Context: an optimization exercise on an open-source flow, tuned for small area. The choices shown serve that exercise and are no tape-out recipe. The RTL was checked by simulation tests, not by an equivalence proof against the original design. Power and IR drop assume default switching activity.

==> flow/design.v <==
`default_nettype none
`timescale 1ns/1ps
package fetch_pkg;
    localparam int ADDR_W      = 32;
    localparam int OFFSET_W    = 2;
    localparam int SET_W       = 3;
    localparam int SETS        = 8;
    localparam int WAYS        = 2;
    localparam int TAG_W       = ADDR_W - SET_W - OFFSET_W;
    localparam int INSTR_BYTES = 4;
    localparam int CTR_W = 2;
    localparam logic [CTR_W-1:0] CTR_RESET         = 2'b01;
    localparam logic [CTR_W-1:0] CTR_NEW_TAKEN     = 2'b10;
    localparam logic [CTR_W-1:0] CTR_NEW_NOT_TAKEN = 2'b01;
    typedef struct packed {
        logic [TAG_W-1:0]    tag;
        logic [SET_W-1:0]    set;
        logic [OFFSET_W-1:0] offset;
    } btb_addr_fields_t;
    typedef union packed {
        logic [ADDR_W-1:0] raw;
        btb_addr_fields_t  f;
    } btb_addr_u;
endpackage
`default_nettype wire
`timescale 1ns/1ps
`default_nettype none
module btb_dec3 (
    input  logic [2:0] a,
    output logic [7:0] y
);
    always_comb begin
        for (int i = 0; i < 8; i++) y[i] = (a == 3'(i));
    end
endmodule
module btb_rd8 #(
    parameter int W = 1
) (
    input  logic [7:0]     sel,
    input  logic [8*W-1:0] d,
    output logic [W-1:0]   q
);
    for (genvar b = 0; b < W; b++) begin : g_bit
        logic n0, n1, n2, n3;
        btb_aoi222 u_a (.a0(sel[0]), .b0(d[0*W+b]), .a1(sel[1]), .b1(d[1*W+b]),
                        .a2(sel[2]), .b2(d[2*W+b]), .y(n0));
        btb_aoi222 u_b (.a0(sel[3]), .b0(d[3*W+b]), .a1(sel[4]), .b1(d[4*W+b]),
                        .a2(sel[5]), .b2(d[5*W+b]), .y(n1));
        btb_nand2  u_c (.a(sel[6]), .b(d[6*W+b]), .y(n2));
        btb_nand2  u_d (.a(sel[7]), .b(d[7*W+b]), .y(n3));
        assign q[b] = !(n0 && n1 && n2 && n3);
    end
endmodule
module btb_aoi222 (
    input  logic a0, b0, a1, b1, a2, b2,
    output logic y
);
    assign y = !((a0 && b0) || (a1 && b1) || (a2 && b2));
endmodule
module btb_nand2 (
    input  logic a, b,
    output logic y
);
    assign y = !(a && b);
endmodule
`default_nettype wire
`timescale 1ns/1ps
`default_nettype none
module btb_cmp (
    input  logic                         valid,
    input  logic [fetch_pkg::TAG_W-1:0]  tag,
    input  logic [fetch_pkg::TAG_W-1:0]  addr_tag,
    output logic                         hit
);
    assign hit = valid && (tag == addr_tag);
endmodule
module btb_inc (
    input  logic [fetch_pkg::ADDR_W-1:0] pc,
    output logic [fetch_pkg::ADDR_W-1:0] seq
);
    logic [fetch_pkg::ADDR_W:3] c;
    assign seq[1:0] = pc[1:0];
    assign seq[2]   = !pc[2];
    assign c[3]     = pc[2];
    for (genvar i = 3; i < fetch_pkg::ADDR_W; i++) begin : g_ha
        btb_ha u_ha (.a(pc[i]), .b(c[i]), .s(seq[i]), .c(c[i+1]));
    end
endmodule
module btb_ha (
    input  logic a, b,
    output logic s, c
);
    assign s = a ^ b;
    assign c = a & b;
endmodule
module btb_ao222 (
    input  logic a0, b0, a1, b1, a2, b2,
    output logic y
);
    assign y = (a0 && b0) || (a1 && b1) || (a2 && b2);
endmodule
`default_nettype wire
`timescale 1ns/1ps
`default_nettype none
module btb_update (
    input  logic       hit0,
    input  logic       hit1,
    input  logic [1:0] st,         
    input  logic [1:0] ctr0,
    input  logic [1:0] ctr1,
    input  logic       taken,
    output logic       way,        
    output logic [1:0] new_ctr,
    output logic [1:0] new_st
);
    logic [1:0] ctr;
    assign way    = hit0 ? 1'b0 : (hit1 ? 1'b1 : st[0]);
    assign ctr    = hit0 ? ctr0 : ctr1;
    assign new_st = {st[1] | way, !way};
    always_comb begin
        if (hit0 || hit1) begin
            new_ctr = ctr;
            if (taken && ctr != 2'b11)
                new_ctr = ctr + 2'b01;
            else if (!taken && ctr != 2'b00)
                new_ctr = ctr - 2'b01;
        end else begin
            new_ctr = taken ? fetch_pkg::CTR_NEW_TAKEN
                            : fetch_pkg::CTR_NEW_NOT_TAKEN;
        end
    end
endmodule
`default_nettype wire
`timescale 1ns/1ps
`default_nettype none
module fetch_unit (
    input  logic                         clk,
    input  logic                         rst,
    input  logic                         pc_en,
    input  logic                         modify_pc_ex,
    input  logic [fetch_pkg::ADDR_W-1:0] update_pc_ex,
    input  logic                         update_btb_ex,
    input  logic [fetch_pkg::ADDR_W-1:0] pc_ex,
    input  logic [fetch_pkg::ADDR_W-1:0] jump_addr_ex,
    input  logic                         ex_branch_taken,
    output logic [fetch_pkg::ADDR_W-1:0] pc_if,
    output logic                         predicted_taken_if,
    output logic [fetch_pkg::ADDR_W-1:0] predicted_target_if
);
    localparam int SETS  = fetch_pkg::SETS;
    localparam int TAG_W = fetch_pkg::TAG_W;
    localparam int AW    = fetch_pkg::ADDR_W;
    logic [1:0]       st_q   [SETS];
    logic [TAG_W-1:0] tag0_q [SETS];
    logic [TAG_W-1:0] tag1_q [SETS];
    logic [AW-1:0]    tgt0_q [SETS];
    logic [AW-1:0]    tgt1_q [SETS];
    logic [1:0]       ctr0_q [SETS];
    logic [1:0]       ctr1_q [SETS];
    logic [AW-1:0]    pc_q;
    logic [SETS*TAG_W-1:0] tag0_rows, tag1_rows;
    logic [SETS*AW-1:0]    tgt0_rows, tgt1_rows;
    logic [SETS*4-1:0]     f_rows;    
    logic [SETS*6-1:0]     u_rows;    
    always_comb begin
        for (int s = 0; s < SETS; s++) begin
            tag0_rows[s*TAG_W +: TAG_W] = tag0_q[s];
            tag1_rows[s*TAG_W +: TAG_W] = tag1_q[s];
            tgt0_rows[s*AW +: AW]       = tgt0_q[s];
            tgt1_rows[s*AW +: AW]       = tgt1_q[s];
            f_rows[s*4 +: 4]            = {st_q[s], ctr1_q[s][1], ctr0_q[s][1]};
            u_rows[s*6 +: 6]            = {st_q[s], ctr1_q[s], ctr0_q[s]};
        end
    end
    logic [SETS-1:0]  f_dec;
    logic [TAG_W-1:0] f_tag0, f_tag1;
    logic [AW-1:0]    f_tgt0, f_tgt1;
    logic [1:0]       f_st;
    logic             f_c0, f_c1;
    logic             f_hit0, f_hit1, f_tk0, f_tk1;
    logic [AW-1:0]    seq_pc;
    logic [AW-1:0]    pred_tgt;
    btb_dec3 u_fdec (.a(pc_q[4:2]), .y(f_dec));
    btb_rd8 #(.W(TAG_W)) u_ftag0 (.sel(f_dec), .d(tag0_rows), .q(f_tag0));
    btb_rd8 #(.W(TAG_W)) u_ftag1 (.sel(f_dec), .d(tag1_rows), .q(f_tag1));
    btb_rd8 #(.W(AW))    u_ftgt0 (.sel(f_dec), .d(tgt0_rows), .q(f_tgt0));
    btb_rd8 #(.W(AW))    u_ftgt1 (.sel(f_dec), .d(tgt1_rows), .q(f_tgt1));
    btb_rd8 #(.W(4))     u_fst   (.sel(f_dec), .d(f_rows),    .q({f_st, f_c1, f_c0}));
    btb_cmp u_fcmp0 (.valid(f_st[1] | f_st[0]), .tag(f_tag0), .addr_tag(pc_q[31:5]), .hit(f_hit0));
    btb_cmp u_fcmp1 (.valid(f_st[1]),           .tag(f_tag1), .addr_tag(pc_q[31:5]), .hit(f_hit1));
    btb_inc u_inc (.pc(pc_q), .seq(seq_pc));
    logic          f_seq;
    logic          pc_upd, pc_pred, pc_hold;
    logic [AW-1:0] pc_d;
    assign f_tk0 = f_hit0 && f_c0;
    assign f_tk1 = f_hit1 && f_c1;
    assign f_seq = !(f_tk0 || f_tk1);
    assign pc_upd  = pc_en && modify_pc_ex;
    assign pc_pred = pc_en && !modify_pc_ex;
    assign pc_hold = !pc_en;
    for (genvar b = 0; b < AW; b++) begin : g_pc
        btb_ao222 u_pred (.a0(f_tk0), .b0(f_tgt0[b]), .a1(f_tk1), .b1(f_tgt1[b]),
                          .a2(f_seq), .b2(seq_pc[b]), .y(pred_tgt[b]));
        btb_ao222 u_next (.a0(pc_upd), .b0(update_pc_ex[b]), .a1(pc_pred), .b1(pred_tgt[b]),
                          .a2(pc_hold), .b2(pc_q[b]), .y(pc_d[b]));
    end
    assign pc_if               = pc_q;
    assign predicted_taken_if  = !f_seq;
    assign predicted_target_if = pred_tgt;
    always_ff @(posedge clk or posedge rst) begin
        if (rst) pc_q <= '0;
        else     pc_q <= pc_d;
    end
    logic [SETS-1:0]  u_dec;
    logic [TAG_W-1:0] u_tag0, u_tag1;
    logic [1:0]       u_st, u_c0, u_c1, new_ctr, new_st;
    logic             u_hit0, u_hit1, u_way;
    btb_dec3 u_udec (.a(pc_ex[4:2]), .y(u_dec));
    btb_rd8 #(.W(TAG_W)) u_utag0 (.sel(u_dec), .d(tag0_rows), .q(u_tag0));
    btb_rd8 #(.W(TAG_W)) u_utag1 (.sel(u_dec), .d(tag1_rows), .q(u_tag1));
    btb_rd8 #(.W(6))     u_ust   (.sel(u_dec), .d(u_rows),    .q({u_st, u_c1, u_c0}));
    btb_cmp u_ucmp0 (.valid(u_st[1] | u_st[0]), .tag(u_tag0), .addr_tag(pc_ex[31:5]), .hit(u_hit0));
    btb_cmp u_ucmp1 (.valid(u_st[1]),           .tag(u_tag1), .addr_tag(pc_ex[31:5]), .hit(u_hit1));
    btb_update u_upd (
        .hit0(u_hit0), .hit1(u_hit1), .st(u_st), .ctr0(u_c0), .ctr1(u_c1),
        .taken(ex_branch_taken), .way(u_way), .new_ctr(new_ctr), .new_st(new_st)
    );
    always_ff @(posedge clk or posedge rst) begin
        if (rst) begin
            for (int s = 0; s < SETS; s++) st_q[s] <= '0;
        end else begin
            for (int s = 0; s < SETS; s++)
                if (update_btb_ex && u_dec[s]) st_q[s] <= new_st;
        end
    end
    always_ff @(posedge clk) begin
        for (int s = 0; s < SETS; s++) begin
            if (update_btb_ex && u_dec[s] && !u_way) begin
                tag0_q[s] <= pc_ex[31:5];
                tgt0_q[s] <= jump_addr_ex;
                ctr0_q[s] <= new_ctr;
            end
            if (update_btb_ex && u_dec[s] && u_way) begin
                tag1_q[s] <= pc_ex[31:5];
                tgt1_q[s] <= jump_addr_ex;
                ctr1_q[s] <= new_ctr;
            end
        end
    end
endmodule
`default_nettype wire
export LEC_CHECK = 0
export CAP_MARGIN = 0
export CORE_MARGIN = 2
export CORE_UTILIZATION = 60
export SLEW_MARGIN = 0
export SYNTH_HIERARCHICAL = 1
create_clock -name core_clock -period 10.0 [get_ports {clk}]
standard.sh (not shown) runs the stock make flow with config.mk's settings and CLKGATE_MAP_FILE= SYNTH_SCRIPT=/design/flow/synth_recipe.tcl, a recipe that flattens the netlist after the stock synthesis.
==> flow/flow/run.sh <==
#!/bin/bash
# Standard ORFS layout (standard.sh, synthesis included) with two changes:
# one-drive buffers on the ports, and a clock tree of clkbuf_8 leaf
# clusters without dummy loads.
set -uo pipefail
export BUFFER_PORTS_ARGS="-buffer_cell sky130_fd_sc_hd__buf_1"
export CTS_ARGS="-sink_clustering_enable -repair_clock_nets -dont_use_dummy_load -buf_list sky130_fd_sc_hd__clkbuf_8 -sink_clustering_size 16 -sink_clustering_max_diameter 60"
bash standard.sh finish > flow_make.log 2>&1
The starting point completed without violations.
Change:
--- a/flow/design.v
+++ b/flow/design.v
@@ -81,18 +81,55 @@
     logic [fetch_pkg::ADDR_W:3] c;
     assign seq[1:0] = pc[1:0];
     assign seq[2]   = !pc[2];
     assign c[3]     = pc[2];
-    for (genvar i = 3; i < fetch_pkg::ADDR_W; i++) begin : g_ha
-        btb_ha u_ha (.a(pc[i]), .b(c[i]), .s(seq[i]), .c(c[i+1]));
-    end
-endmodule
-module btb_ha (
-    input  logic a, b,
+    for (genvar i = 3; i < fetch_pkg::ADDR_W; i++) begin : g_bit
+        if (i % 2 == 1) begin : g_p
+            btb_inc_p u_st (.a(pc[i]), .c(c[i]), .s(seq[i]), .c_n(c[i+1]));
+        end else begin : g_n
+            btb_inc_n u_st (.a(pc[i]), .c_n(c[i]), .s(seq[i]), .c(c[i+1]));
+        end
+    end
+endmodule
+module btb_inc_p (
+    input  logic a, c,
+    output logic s, c_n
+);
+    btb_xor2  u_s (.a(a), .b(c), .y(s));
+    btb_nand2 u_c (.a(a), .b(c), .y(c_n));
+endmodule
+module btb_inc_n (
+    input  logic a, c_n,
     output logic s, c
 );
-    assign s = a ^ b;
-    assign c = a & b;
+    logic a_n;
+    btb_xnor2 u_s (.a(a), .b(c_n), .y(s));
+    btb_inv   u_i (.a(a), .y(a_n));
+    btb_nor2  u_c (.a(c_n), .b(a_n), .y(c));
+endmodule
+module btb_xor2 (
+    input  logic a, b,
+    output logic y
+);
+    assign y = a ^ b;
+endmodule
+module btb_xnor2 (
+    input  logic a, b,
+    output logic y
+);
+    assign y = !(a ^ b);
+endmodule
+module btb_nor2 (
+    input  logic a, b,
+    output logic y
+);
+    assign y = !(a || b);
+endmodule
+module btb_inv (
+    input  logic a,
+    output logic y
+);
+    assign y = !a;
 endmodule
 module btb_ao222 (
     input  logic a0, b0, a1, b1, a2, b2,
     output logic y
Sequential power is about the same.
Via count climbs by 0.77%.
Critical path depth does not change.
Utilization rose by 0.15 points.
Worst setup slack gets better by 0.61 ns.
Hold slack degrades by 0.011 ns.
Count of clock-buffer cells in the layout came out higher by 2.
Total power is higher by 0.53%.

## afterwards: timing with drivers on the ports
In the flow no input, the clock included, has a driving cell. The finished layouts below were timed again as built, in two steps. Step 1 sets driving cells, clkbuf_16 on the clock port and buf_2 on the other inputs (assumed; they add their load-dependent delay and slew). Step 2 also shifts input and output timing later by t, the mid clock arrival at the registers, as if the neighbouring blocks saw the same clock. Slacks: no drivers / after step 1 / after step 2; pairs: no drivers / after step 1.
run	shift t [ns]	setup slack, ns	hold WS [ns]	worst register clock-pin slew, ns
the first run	0.742	0.154 / 0.088 / 0.830	0.548 / 0.548 / 0.548	0.10 / 0.10
the second run	0.768	0.760 / 0.694 / 1.462	0.537 / 0.537 / 0.537	0.11 / 0.11
After both steps every run listed still meets setup and hold.
